Context: an optimization exercise on an open-source flow, tuned for a short achievable clock period and few clock cycles. The choices shown serve that exercise and are no tape-out recipe.
Only simulation tests tie the RTL to the original design; equivalence was not proved.
Power and IR drop assume default switching activity.

==> inputs of job 7432 <==
==> flow/design.v (excerpt) <==
module cpu_top #(
        parameter logic [15:0] reset_pc = '0
) (
        input  logic        clk,
        input  logic        reset,
        input  logic        run_n,
        input  logic [15:0] sram_d,
        output logic [15:0] sram_addr,
        output logic [15:0] sram_q,
        output logic        sram_we_n
);
        localparam int CI = 5;           
        localparam int CN = 1 << CI;     
        localparam int TW = 16 - CI;     
        localparam int F_ADD  = 0;
        localparam int F_ADDI = 1;
        localparam int F_SUB  = 2;
        localparam int F_NAND = 3;
        localparam int F_SW   = 4;
        localparam int F_LW   = 5;
        localparam int F_BEQ  = 6;
        localparam int F_J    = 7;
        function automatic logic [7:0] dec(input logic [15:0] w);
                logic [7:0] f;
                f = '0;
                case (w[15:12])
                        4'd0:    f[F_ADD]  = 1'b1;
                        4'd1:    f[F_ADDI] = 1'b1;
                        4'd2:    f[F_SUB]  = 1'b1;
                        4'd8:    f[F_NAND] = 1'b1;
                        4'd5:    f[F_SW]   = 1'b1;
                        4'd6:    f[F_LW]   = 1'b1;
                        4'd14:   f[F_BEQ]  = 1'b1;
                        4'd15:   f[F_J]    = 1'b1;
                        default: ;
                endcase
                dec = f;
        endfunction
        function automatic logic [3:0] s1f(input logic [15:0] w);
                s1f = (w[15:12] == 4'd5 || w[15:12] == 4'd14) ? w[11:8] : w[3:0];
        endfunction
        function automatic logic reads(input logic [7:0] f, input logic [15:0] w, input logic [3:0] r);
                reads = ((f[F_ADD] | f[F_ADDI] | f[F_SUB] | f[F_NAND] | f[F_SW] | f[F_LW] | f[F_BEQ]) & (w[7:4] == r)) |
                       ((f[F_ADD] | f[F_SUB] | f[F_NAND] | f[F_SW] | f[F_BEQ]) & (s1f(w) == r));
        endfunction
  ...
make LEC_CHECK=0 ABC_CLOCK_PERIOD_IN_PS=3500 CAP_MARGIN=40 CORE_MARGIN=2 CORE_UTILIZATION=30 SETUP_SLACK_MARGIN=5 SLEW_MARGIN=40 finish   # period 9.0 ns
run.sh (not shown) runs the stock make flow with config.mk's settings and CLKGATE_MAP_FILE= SYNTH_SCRIPT=/design/flow/synth_recipe.tcl, a recipe that flattens the netlist after the stock synthesis.
==> inputs of job 8646, as changes to job 7432 <==
--- a/flow/design.v
+++ b/flow/design.v
@@ -198,27 +198,22 @@
                         s_ne_t[k] = (d_pn != s_tgt[k]);
                         s_ne_s[k] = (d_pn != s_seq[k]);
                 end
         end
         assign d_seq = d1_v ? s_seq[1] : s_seq[0];
         assign d_tgt = d1_v ? s_tgt[1] : s_tgt[0];
-        logic x_in [2];
-        assign x_in[0] = x_v;
-        assign x_in[1] = x1_v;
         always_comb begin
                 ld_haz = 1'b0;
                 for (int k = 0; k < 2; k++) begin
-                        if (x_in[k] && x_f[k][F_LW] &&
+                        if (x_fire[k] && x_f[k][F_LW] &&
                             (reads(d_f[0], d_w[0], x_c[k]) || (d1_v && reads(d_f[1], d_w[1], x_c[k]))))
                                 ld_haz = 1'b1;
                 end
         end
         assign d_kill = redirect | smc_x0 | smc_x1 | smc_d;
         assign d_adv  = d_v & ~ld_haz & ~d_kill;
-        logic d_ld;
-        assign d_ld = ~d_v | ~ld_haz;
         assign early = d_v & ~d_kill & ~d_pt & (l_f[F_J] | (l_f[F_BEQ] & (l_w[11:8] == l_w[7:4])));
         logic [CI-1:0] idx;
         logic [CN-1:0] pmask;
         logic [CN-2:0] pok_q, pokf_q;
         logic [15:0]   c_dnx [CN];
         logic [15:0]   c_tnx [CN];
@@ -273,50 +268,47 @@
                 else               fpc_next = fpc;
         end
         logic [15:0] pf_dist, pf_addr;
         assign pf_addr = (bus_fetch & ~bus_dem) ? addr_q + 16'd1 : pfa;
         logic        use_pf;
         assign pf_dist = pf_addr - fpc;
-        logic        pf_ok;
-        assign use_pf  = ~x_mem & hit0 & ~redirect & ~early & pf_ok;
+        assign use_pf  = ~x_mem & hit0 & ~redirect & ~early & (pf_dist[15:5] == '0) & ~(pf_dist[4] & pf_dist[3]);
         assign addr_next = x_mem ? (m1 ? ea[1] : ea[0]) : use_pf ? pf_addr : fpc_next;
         always_ff @(posedge clk or negedge reset) begin
                 if (!reset) begin
                         addr_q    <= reset_pc;
                         we_n_q    <= 1'b1;
                         bus_fetch <= 1'b1;
                         bus_dem   <= 1'b1;
                         pfa       <= reset_pc;
-                        pf_ok     <= 1'b0;
                         bus_load  <= 1'b0;
                         fpc       <= reset_pc;
                         d_v       <= 1'b0;
                         d1_v      <= 1'b0;
                         x_v       <= 1'b0;
                         x1_v      <= 1'b0;
                 end else if (!run_n) begin
                         addr_q    <= addr_next;
                         we_n_q    <= ~x_sw;
                         bus_fetch <= ~x_mem;
                         bus_dem   <= ~x_mem & ~use_pf;
                         pfa       <= (bus_dem & ~hit0) ? addr_q + 16'd1 : pf_addr;
-                        pf_ok     <= (pf_dist[15:5] == '0) & ~(pf_dist[4] & pf_dist[3]);
                         bus_load  <= x_lw;
                         fpc       <= fpc_next;
                         d_v       <= deliver | (d_v & ~d_adv & ~d_kill);
-                        if (d_ld)
+                        if (ir_load)
                                 d1_v <= pair;
                         x_v       <= d_adv;
                         x1_v      <= d_adv & d1_v;
                 end
         end
         always_ff @(posedge clk) begin
                 if (!run_n) begin
                         q_q  <= m1 ? opa[1] : opa[0];
                         ld_c <= m1 ? x_c[1] : x_c[0];
-                        if (d_ld) begin
+                        if (ir_load) begin
                                 d_pn     <= pnext;
                                 d_pt     <= pair ? c_pnx[idx] : c_pt[idx];
                                 d_w[0]   <= w0;
                                 d_pc[0]  <= fpc;
                                 d_f[0]   <= dec(w0);
                                 oh_s1[0] <= 16'd1 << s1f(w0);
@@ -329,13 +321,13 @@
                                 oh_b[1]  <= 16'd1 << w1c[7:4];
                                 d_s1[1]  <= s1f(w1c);
                         end else if (early) begin
                                 d_pn <= d_tgt;
                                 d_pt <= 1'b1;
                         end
-                        begin
+                        if (d_adv) begin
                                 x_lpc  <= l_pc;
                                 x_tgt0 <= s_tgt[0];
                                 x_tgt  <= d_tgt;
                                 x_seq  <= d_seq;
                                 x_ne_t <= ~early & (d1_v ? s_ne_t[1] : s_ne_t[0]);
                                 x_ne_s <= early | (d1_v ? s_ne_s[1] : s_ne_s[0]);
- CAP_MARGIN: 40 -> 20
- CORE_UTILIZATION: 30 -> 40
- SLEW_MARGIN: 40 -> 20
==> comparison table <==
quantity                                                                   job 7432                       job 8646
Multi-input gate area                                                    71,700 um2                     73,600 um2
Die Area                                                                479,000 um2                    361,000 um2
Storage cell area                                                        69,400 um2                     69,400 um2
Antenna violations before repair                                                110                            157
Worst setup path endpoint                                                addr_q[10]                      addr_q[2]
Launching element of the worst setup path                                    fpc[0]                         fpc[6]
Non-clock buffering overhead                                                 0.0691                         0.0809
Relative area change from synthesis to final layout                           20.8%                          22.6%
Maximum number of pins on one net before global-route repair                    128                            153
Met3 WL                                                                      163 mm                         196 mm
Post-synthesis share of cell area spent on and, or, nand and nor gates        0.142                          0.139
Status                                             no timing/DRC/antenna violations       finished with violations
Violated checks                                                                   -  capacitance limit, slew limit
Overall power consumption                                                  0.0668 W                       0.0756 W
Data required time of the critical path                                     9.81 ns                        9.91 ns
Number of max-cap violations                                                      0                              3
Instance count of the mapped netlist                                         14,100                         14,200
Worst Setup Slack post-DPL                                                  2.67 ns                        2.80 ns
Data arrival time at the worst-slack endpoint                               5.36 ns                        5.61 ns
Final worst slack                                                           4.45 ns                        4.30 ns
First-pass GRT wire length                                                  1190 mm                        1320 mm
Fill cell instance count of the final layout                                 46,000                         32,500
Testbench counts of job 7432, summed over its fixed seeds: cycles 22,240.
Testbench counts of job 8646, summed over its fixed seeds: cycles 22,260.

==> try-indigo <==
Another version of the RTL of cpu_top (not shown whole).
Settings: LEC_CHECK=0, CAP_MARGIN=20, CORE_MARGIN=2, CORE_UTILIZATION=40, SLEW_MARGIN=20; clock period 9.0 ns.
==> try-cedar (differences from try-indigo) <==
--- a/flow/design.v
+++ b/flow/design.v
@@ -87,24 +87,25 @@
                 ((d_add | d_addi | d_sub | d_nand | d_sw | d_lw | d_beq) & (fb == ld_c)) |
                 ((d_add | d_sub | d_nand) & (fa == ld_c)) |
                 ((d_add | d_addi | d_sub | d_nand | d_sw | d_beq) & (fc == ld_c)));
         assign e_fire   = ir_v & ~ld_haz & ~smc;
         assign redirect = e_fire & mispredict;
         assign e_mem    = e_fire & (d_lw | d_sw);
         assign alu_we   = e_fire & (d_add | d_addi | d_sub | d_nand);
         logic [CI-1:0] idx;
-        logic          hit, avail, ir_free, deliver, pt_in;
+        logic          hit, avail, ir_free, deliver, ir_load, pt_in;
         logic [15:0]   instr_in, pnext, fpc_next, addr_next;
         logic [3:0]    op_in;
         assign idx      = fpc[CI-1:0];
         assign hit      = c_v[idx] & (c_tag[idx] == fpc[15:CI]) & ~smc_f;
         assign avail    = hit | bus_fetch;
         assign ir_free  = ~ir_v | e_fire;
-        assign deliver  = avail & ir_free & ~redirect & ~smc;
+        assign ir_load  = avail & ir_free & ~smc;
+        assign deliver  = ir_load & ~redirect;
         assign instr_in = bus_fetch ? sram_d : c_dat[idx];
         assign op_in    = instr_in[15:12];
         assign pt_in    = hit & c_pt[idx];
         assign pnext    = pt_in ? c_tgt[idx] : fpc + 16'd1;
         always_comb begin
                 if (smc)           fpc_next = ir_pc;
                 else if (redirect) fpc_next = actual_next;
                 else if (deliver)  fpc_next = pnext;
@@ -135,31 +136,29 @@
                 end else if (!run_n) begin
                         addr_q    <= addr_next;
                         q_q       <= r1;
                         we_n_q    <= ~(e_fire & d_sw);
                         bus_fetch <= ~e_mem;
                         bus_load  <= e_fire & d_lw;
                         ld_c      <= fc;
                         fpc       <= fpc_next;
-                        if (deliver) begin
+                        ir_v   <= deliver | (ir_v & ~e_fire & ~smc);
+                        if (ir_load) begin
                                 ir     <= instr_in;
                                 ir_pc  <= fpc;
-                                ir_v   <= 1'b1;
                                 ir_s1  <= (op_in == 4'd5 || op_in == 4'd14) ? instr_in[11:8] : instr_in[3:0];
                                 d_add  <= (op_in == 4'd0);
                                 d_addi <= (op_in == 4'd1);
                                 d_sub  <= (op_in == 4'd2);
                                 d_nand <= (op_in == 4'd8);
                                 d_sw   <= (op_in == 4'd5);
                                 d_lw   <= (op_in == 4'd6);
                                 d_beq  <= (op_in == 4'd14);
                                 d_j    <= (op_in == 4'd15);
-                        end else if (e_fire || smc) begin
-                                ir_v   <= 1'b0;
                         end
                 end
         end
         always_ff @(posedge clk or negedge reset) begin
                 if (!reset) begin
                         for (int i = 0; i < 16; i++) begin
                                 regs[i] <= '0;
                         end
ABC_CLOCK_PERIOD_IN_PS = 3500   (was default)
SETUP_SLACK_MARGIN = 5   (was default)
==> summary of the runs <==
Combinational power: try-cedar is higher than try-indigo (about 5%).
Against try-cedar, the register-to-register slack of try-indigo is worse by 2.0 ns.
In try-cedar the routed wire length is higher than in try-indigo, by about 5.4%.
In flip-flop and latch count, try-indigo and try-cedar do not differ.
Sequential share of layout area: try-indigo is higher than try-cedar (6.0 points).
Between try-indigo and try-cedar, the lower global-route usage is in try-indigo (gap 0.76 points).
Against try-indigo, the maximum frequency of try-cedar is higher by 36%.
Total power: try-cedar is higher than try-indigo (about 1.7%).
try-indigo passed the timing, DRC and antenna checks. try-cedar finished clean.
==> figures <==
quantity	try-cedar	try-indigo
Total sequential power	0.00800 W	0.00812 W
Slew @ Worst Pin	1.25 ns	1.35 ns
Initial core utilization	0.403	0.403
Busiest grt layer	met2	met1
Fraction of synthesized area in multiplexers	0.0377	0.0297
Complex-gate fraction of the synthesized area	0.193	0.199
Wire length of the first global-routing pass	386,000 um	377,000 um
Proportion of netlist area held by the largest area contributor	0.379	0.380
Power Clock	0.00477 W	0.00499 W
Worst setup path end	fpc[8]$_DFFE_PN0N_	d_add$_DFFE_PN0P_
Final period demand of the worst path	5.54 ns	7.53 ns
Outcome	complete, no violations	complete, no violations
Relative contribution of the clock network to total power	0.169	0.179
Clock-pin transition on the worst setup and hold timing paths	0.06 ns	0.07 ns
Total core area	0.142 sq mm	0.141 sq mm
Number of buffers other than clock buffers in the final layout	695	276
Xor and xnor area share after synthesis	0.0509	0.0503
Testbench counts of try-indigo, summed over its fixed seeds: cycles 28,076.
Testbench counts of try-cedar, summed over its fixed seeds: cycles 28,076.

==> violet: inputs <==
Another version of the RTL of cpu_top (not shown whole).
clock: 9.0 ns
lec_check: 0
abc_clock_period_in_ps: 3500
cap_margin: 20
core_margin: 2
core_utilization: 40
setup_slack_margin: 5
slew_margin: 20
==> pepper: changes against violet <==
--- a/flow/design.v
+++ b/flow/design.v
@@ -30,15 +30,15 @@
         input  logic        reset,
         input  logic        run_n,
         input  logic [15:0] sram_d,
         output logic [15:0] sram_addr,
         output logic [15:0] sram_q,
         output logic        sram_we_n
 );
-        localparam int CI = 4;           
+        localparam int CI = 5;           
         localparam int CN = 1 << CI;     
         localparam int TW = 16 - CI;     
         localparam int F_ADD  = 0;
         localparam int F_ADDI = 1;
         localparam int F_SUB  = 2;
         localparam int F_NAND = 3;
         localparam int F_SW   = 4;
@@ -81,18 +81,20 @@
         endfunction
         function automatic logic is_alu(input logic [7:0] f);
                 is_alu = f[F_ADD] | f[F_ADDI] | f[F_SUB] | f[F_NAND];
         endfunction
         logic [15:0] addr_q;
         logic [15:0] q_q;
         logic        we_n_q;
-        logic        bus_fetch;
+        logic        bus_fetch;      
+        logic        bus_dem;        
         logic        bus_load;
         logic [3:0]  ld_c;
         logic [15:0] fpc;
+        logic [15:0] pfa;
         logic        d_v, d1_v;
         logic [15:0] d_w   [2];
         logic [15:0] d_pc  [2];
         logic [7:0]  d_f   [2];
         logic [15:0] oh_s1 [2];
         logic [15:0] oh_b  [2];
         logic [3:0]  d_s1  [2];
@@ -195,27 +197,33 @@
                         s_tgt[k]  = d_pc[k] + (d_f[k][F_J] ? {{4{d_w[k][11]}}, d_w[k][11:0]} : {12'h000, d_w[k][3:0]});
                         s_ne_t[k] = (d_pn != s_tgt[k]);
                         s_ne_s[k] = (d_pn != s_seq[k]);
                 end
         end
         assign d_seq = d1_v ? s_seq[1] : s_seq[0];
         assign d_tgt = d1_v ? s_tgt[1] : s_tgt[0];
+        logic x_in [2];
+        assign x_in[0] = x_v;
+        assign x_in[1] = x1_v;
         always_comb begin
                 ld_haz = 1'b0;
                 for (int k = 0; k < 2; k++) begin
-                        if (x_fire[k] && x_f[k][F_LW] &&
+                        if (x_in[k] && x_f[k][F_LW] &&
                             (reads(d_f[0], d_w[0], x_c[k]) || (d1_v && reads(d_f[1], d_w[1], x_c[k]))))
                                 ld_haz = 1'b1;
                 end
         end
         assign d_kill = redirect | smc_x0 | smc_x1 | smc_d;
         assign d_adv  = d_v & ~ld_haz & ~d_kill;
+        logic d_ld;
+        assign d_ld = ~d_v | ~ld_haz;
         assign early = d_v & ~d_kill & ~d_pt & (l_f[F_J] | (l_f[F_BEQ] & (l_w[11:8] == l_w[7:4])));
         logic [CI-1:0] idx;
         logic [CN-1:0] pmask;
+        logic [CN-2:0] pok_q, pokf_q;
         logic [15:0]   c_dnx [CN];
         logic [15:0]   c_tnx [CN];
         logic [CN-1:0] c_pnx;
         logic [CN-1:0] tmatch, amatch;
         logic          hit0, smc_f0, avail, d_free, ir_load, deliver, pair;
         logic [15:0]   w0, w0c, w1c, pnext, fpc_next, addr_next;
         logic [7:0]    f1c;
@@ -230,29 +238,29 @@
         assign hit0   = tmatch[idx] & ~smc_f0;
         assign w0c = c_dat[idx];
         assign w1c = c_dnx[idx];
         assign f1c = dec(w1c);
         always_comb begin
                 for (int i = 0; i < CN; i++) begin
                         if (i < CN - 1) begin
-                                pmask[i] = tmatch[i] & tmatch[i + 1] & ~c_pt[i] & pairable(c_dat[i], c_dat[i + 1]);
+                                pmask[i] = tmatch[i] & tmatch[i + 1] & ~c_pt[i] & pok_q[i] & pokf_q[i];
                                 c_dnx[i] = c_dat[i + 1];
                                 c_tnx[i] = c_tgt[i + 1];
                                 c_pnx[i] = c_pt[i + 1];
                         end else begin
                                 pmask[i] = 1'b0;
                                 c_dnx[i] = c_dat[0];
                                 c_tnx[i] = c_tgt[0];
                                 c_pnx[i] = c_pt[0];
                         end
                 end
         end
         assign pair = pmask[idx] & ~smc_f0 & ~(st_w & (addr_q == fpc + 16'd1));
-        assign avail   = hit0 | bus_fetch;
-        assign w0      = hit0 ? w0c : sram_d;
+        assign avail   = hit0 | bus_dem;
+        assign w0      = bus_dem ? sram_d : w0c;
         assign d_free  = ~d_v | d_adv;
         assign ir_load = avail & d_free & ~smc_x0 & ~smc_x1 & ~smc_d & ~early;
         assign deliver = ir_load & ~redirect;
         assign pnext   = pair ? (c_pnx[idx] ? c_tnx[idx] : fpc + 16'd2)
                               : (c_pt[idx] ? c_tgt[idx] : fpc + 16'd1);
         always_comb begin
                 if (smc_x0)        fpc_next = x_pc[0];
@@ -260,61 +268,56 @@
                 else if (mis0)     fpc_next = x_tgt0;
                 else if (redirect) fpc_next = taken ? x_tgt : x_seq;
                 else if (smc_d)    fpc_next = d_pc[0];
                 else if (early)    fpc_next = d_tgt;
                 else if (deliver)  fpc_next = pnext;
                 else               fpc_next = fpc;
         end
-        assign addr_next = x_mem ? (m1 ? ea[1] : ea[0]) : fpc_next;
+        logic [15:0] pf_dist, pf_addr;
+        assign pf_addr = (bus_fetch & ~bus_dem) ? addr_q + 16'd1 : pfa;
+        logic        use_pf;
+        assign pf_dist = pf_addr - fpc;
+        logic        pf_ok;
+        assign use_pf  = ~x_mem & hit0 & ~redirect & ~early & pf_ok;
+        assign addr_next = x_mem ? (m1 ? ea[1] : ea[0]) : use_pf ? pf_addr : fpc_next;
         always_ff @(posedge clk or negedge reset) begin
                 if (!reset) begin
                         addr_q    <= reset_pc;
-                        q_q       <= '0;
                         we_n_q    <= 1'b1;
                         bus_fetch <= 1'b1;
+                        bus_dem   <= 1'b1;
+                        pfa       <= reset_pc;
+                        pf_ok     <= 1'b0;
                         bus_load  <= 1'b0;
-                        ld_c      <= '0;
                         fpc       <= reset_pc;
                         d_v       <= 1'b0;
                         d1_v      <= 1'b0;
-                        d_pn      <= '0;
-                        d_pt      <= 1'b0;
                         x_v       <= 1'b0;
                         x1_v      <= 1'b0;
-                        x_lpc     <= '0;
-                        x_tgt0    <= '0;
-                        x_tgt     <= '0;
-                        x_seq     <= '0;
-                        x_ne_t    <= 1'b0;
-                        x_ne_s    <= 1'b0;
-                        for (int k = 0; k < 2; k++) begin
-                                d_w[k]   <= '0;
-                                d_pc[k]  <= '0;
-                                d_f[k]   <= '0;
-                                oh_s1[k] <= '0;
-                                oh_b[k]  <= '0;
-                                d_s1[k]  <= '0;
-                                x_pc[k]  <= '0;
-                                x_f[k]   <= '0;
-                                x_c[k]   <= '0;
-                                x_imm[k] <= '0;
-                                opa[k]   <= '0;
-                                opb[k]   <= '0;
-                        end
                 end else if (!run_n) begin
                         addr_q    <= addr_next;
-                        q_q       <= m1 ? opa[1] : opa[0];
                         we_n_q    <= ~x_sw;
                         bus_fetch <= ~x_mem;
+                        bus_dem   <= ~x_mem & ~use_pf;
+                        pfa       <= (bus_dem & ~hit0) ? addr_q + 16'd1 : pf_addr;
+                        pf_ok     <= (pf_dist[15:5] == '0) & ~(pf_dist[4] & pf_dist[3]);
                         bus_load  <= x_lw;
-                        ld_c      <= m1 ? x_c[1] : x_c[0];
                         fpc       <= fpc_next;
-                        d_v <= deliver | (d_v & ~d_adv & ~d_kill);
-                        if (ir_load) begin
-                                d1_v     <= pair;
+                        d_v       <= deliver | (d_v & ~d_adv & ~d_kill);
+                        if (d_ld)
+                                d1_v <= pair;
+                        x_v       <= d_adv;
+                        x1_v      <= d_adv & d1_v;
+                end
+        end
+        always_ff @(posedge clk) begin
+                if (!run_n) begin
+                        q_q  <= m1 ? opa[1] : opa[0];
+                        ld_c <= m1 ? x_c[1] : x_c[0];
+                        if (d_ld) begin
                                 d_pn     <= pnext;
                                 d_pt     <= pair ? c_pnx[idx] : c_pt[idx];
                                 d_w[0]   <= w0;
                                 d_pc[0]  <= fpc;
                                 d_f[0]   <= dec(w0);
                                 oh_s1[0] <= 16'd1 << s1f(w0);
                                 oh_b[0]  <= 16'd1 << w0[7:4];
@@ -325,17 +328,15 @@
                                 oh_s1[1] <= 16'd1 << s1f(w1c);
                                 oh_b[1]  <= 16'd1 << w1c[7:4];
                                 d_s1[1]  <= s1f(w1c);
                         end else if (early) begin
                                 d_pn <= d_tgt;
                                 d_pt <= 1'b1;
                         end
-                        x_v  <= d_adv;
-                        x1_v <= d_adv & d1_v;
-                        if (d_adv) begin
+                        begin
                                 x_lpc  <= l_pc;
                                 x_tgt0 <= s_tgt[0];
                                 x_tgt  <= d_tgt;
                                 x_seq  <= d_seq;
                                 x_ne_t <= ~early & (d1_v ? s_ne_t[1] : s_ne_t[0]);
                                 x_ne_s <= early | (d1_v ? s_ne_s[1] : s_ne_s[0]);
                                 for (int k = 0; k < 2; k++) begin
@@ -361,69 +362,87 @@
                                 else if (x_we[0] && x_c[0] == i[3:0])
                                         regs[i] <= alu[0];
                                 else if (bus_load && ld_c == i[3:0])
                                         regs[i] <= sram_d;
                         end
                 end
         end
-        logic          u_v, u_taken;
+        logic          u_v, u_taken, u_hit;
+        logic          hit_x0, hit_xl;
         logic [15:0]   u_pc, u_tgt;
         logic [CI-1:0] eidx;
         logic          e_upd, etaken;
         logic [15:0]   etgt;
         assign eidx   = u_pc[CI-1:0];
-        assign e_upd  = u_v & c_v[eidx] & (c_tag[eidx] == u_pc[15:CI]);
+        assign e_upd  = u_v & u_hit;
+        assign hit_x0 = c_v[x_pc[0][CI-1:0]] & (c_tag[x_pc[0][CI-1:0]] == x_pc[0][15:CI]);
+        assign hit_xl = c_v[x_lpc[CI-1:0]] & (c_tag[x_lpc[CI-1:0]] == x_lpc[15:CI]);
         assign etaken = u_taken;
         assign etgt   = u_tgt;
         always_ff @(posedge clk or negedge reset) begin
-                if (!reset) begin
-                        u_v     <= 1'b0;
-                        u_taken <= 1'b0;
-                        u_pc    <= '0;
-                        u_tgt   <= '0;
-                end else if (!run_n) begin
-                        u_v     <= mis0 | l_fire;
+                if (!reset)
+                        u_v <= 1'b0;
+                else if (!run_n)
+                        u_v <= mis0 | l_fire;
+        end
+        always_ff @(posedge clk) begin
+                if (!run_n) begin
                         u_taken <= mis0 | taken;
                         u_pc    <= mis0 ? x_pc[0] : x_lpc;
+                        u_hit   <= mis0 ? hit_x0 : hit_xl;
                         u_tgt   <= mis0 ? x_tgt0 : x_tgt;
                 end
         end
+        logic [CN-1:0] fill_we;
+        always_comb begin
+                for (int i = 0; i < CN; i++)
+                        fill_we[i] = bus_fetch & (addr_q[CI-1:0] == i[CI-1:0]);
+        end
         always_ff @(posedge clk or negedge reset) begin
                 if (!reset) begin
                         for (int i = 0; i < CN; i++) begin
                                 c_v[i]  <= 1'b0;
                                 c_pt[i] <= 1'b0;
                         end
-                end else if (!run_n) begin
+                end else if (run_n) begin
+                        for (int i = 0; i < CN; i++) begin
+                                if (fill_we[i])
+                                        c_v[i] <= 1'b0;
+                        end
+                end else begin
                         for (int i = 0; i < CN; i++) begin
                                 if (st_w && amatch[i]) begin
                                         c_v[i]  <= 1'b0;
                                         c_pt[i] <= 1'b0;
                                 end else if (e_upd && eidx == i[CI-1:0]) begin
                                         c_pt[i] <= etaken;
-                                        if (bus_fetch && addr_q[CI-1:0] == i[CI-1:0])
+                                        if (fill_we[i])
                                                 c_v[i] <= 1'b1;
-                                end else if (bus_fetch && addr_q[CI-1:0] == i[CI-1:0]) begin
+                                end else if (fill_we[i]) begin
                                         c_v[i]  <= 1'b1;
                                         if (!amatch[i])
                                                 c_pt[i] <= 1'b0;
                                 end
                         end
                 end
         end
         always_ff @(posedge clk) begin
-                if (!run_n) begin
-                        for (int i = 0; i < CN; i++) begin
-                                if (bus_fetch && addr_q[CI-1:0] == i[CI-1:0]) begin
-                                        c_tag[i] <= addr_q[15:CI];
-                                        c_dat[i] <= sram_d;
-                                end
-                                if (e_upd && eidx == i[CI-1:0])
-                                        c_tgt[i] <= etgt;
+                for (int i = 0; i < CN; i++) begin
+                        if (fill_we[i]) begin
+                                c_tag[i] <= addr_q[15:CI];
+                                c_dat[i] <= sram_d;
                         end
+                        if (e_upd && eidx == i[CI-1:0])
+                                c_tgt[i] <= etgt;
+                end
+        end
+        always_ff @(posedge clk) begin
+                for (int i = 0; i < CN - 1; i++) begin
+                        pok_q[i]  <= pairable(c_dat[i], c_dat[i + 1]);
+                        pokf_q[i] <= ~(fill_we[i] | fill_we[i + 1]);
                 end
         end
         assign sram_addr = addr_q;
         assign sram_q    = q_q;
         assign sram_we_n = we_n_q | run_n;
 endmodule
 `default_nettype wire
==> qor summary <==
metric	violet	pepper
Effective utilization at floorplan	40.24%	40.24%
Post-cts gate resize count	860	803
Fraction of synthesized cell area taken by the top area cell type	21.84%	37.65%
Flop and latch count out of synthesis	1575	2477
Clock Power	8.22 mW	12.7 mW
Sink count of the clock tree	1575	2477
Area of combinational cells with multiple inputs	55860 µm²	72200 µm²
Post-detailed-route wirelength per cell	41.05 µm	50.66 µm
Number of signal-net buffers in the layout	980	1253
Status	no timing/DRC/antenna violations	no timing/DRC/antenna violations
Wire length of the first global-routing pass	777000 µm	1266000 µm
Destination of the critical timing path	fpc[10]$_DFFE_PN0N_	oh_s1[0][7]$_SDFFCE_PP0P_
Clk tree area frac	5.412%	5.743%
1st-iter DRT viols	17570	31600
CP peak stage delay	0.66 ns	0.71 ns
Slowest cell on the critical path	o211ai_1	a222oi_1
Worst slack on hold paths	0.4880 ns	0.4419 ns
Ant diodes	21	82
Smallest setup slack after layout	4.406 ns	4.317 ns
Post-detail-place hpwl	372800 µm	660500 µm
Testbench counts of violet, summed over its fixed seeds: cycles 23,641.
Testbench counts of pepper, summed over its fixed seeds: cycles 22,240.

[afterwards: timing with drivers on the ports]
No port has a modelled driver above. Below, the same layouts with a new extraction and two added sets of constraints.
Step 1: set_driving_cell puts a clkbuf_16 on clk and a buf_2 on each other input, an assumption about the parent block.
Step 2, shift: input delay + t, output delay - t, t = (earliest + latest rising clock arrival at the registers) / 2. This alone moves slack from input paths to output paths.
a / b / c = no drivers / after step 1 / after step 2; a / b = the first two.
run | t (ns) | setup WS [ns] | worst setup path after step 2 | latest minus earliest clock arrival (ns) | worst data-port slew with drivers (ns)
job 7432 | 1.133 | 4.453 / 4.453 / 3.844 | input to register | 0.117 / 0.117 | 0.12
job 8646 | 1.118 | 4.296 / 4.296 / 3.797 | input to register | 0.113 / 0.114 | 0.29
try-indigo | 0.852 | 1.470 / 1.470 / 1.470 | register to register | 0.082 / 0.083 | 0.05
try-cedar | 0.844 | 3.463 / 3.463 / 3.463 | register to register | 0.085 / 0.085 | 0.37
violet | 0.992 | 4.406 / 4.406 / 3.648 | input to register | 0.046 / 0.046 | 0.12
pepper | 1.132 | 4.317 / 4.317 / 3.955 | input to register | 0.120 / 0.120 | 0.27
For violet, which loses most, drivers alone change the setup slack by 0.000 ns; drivers and shift together by -0.758 ns.
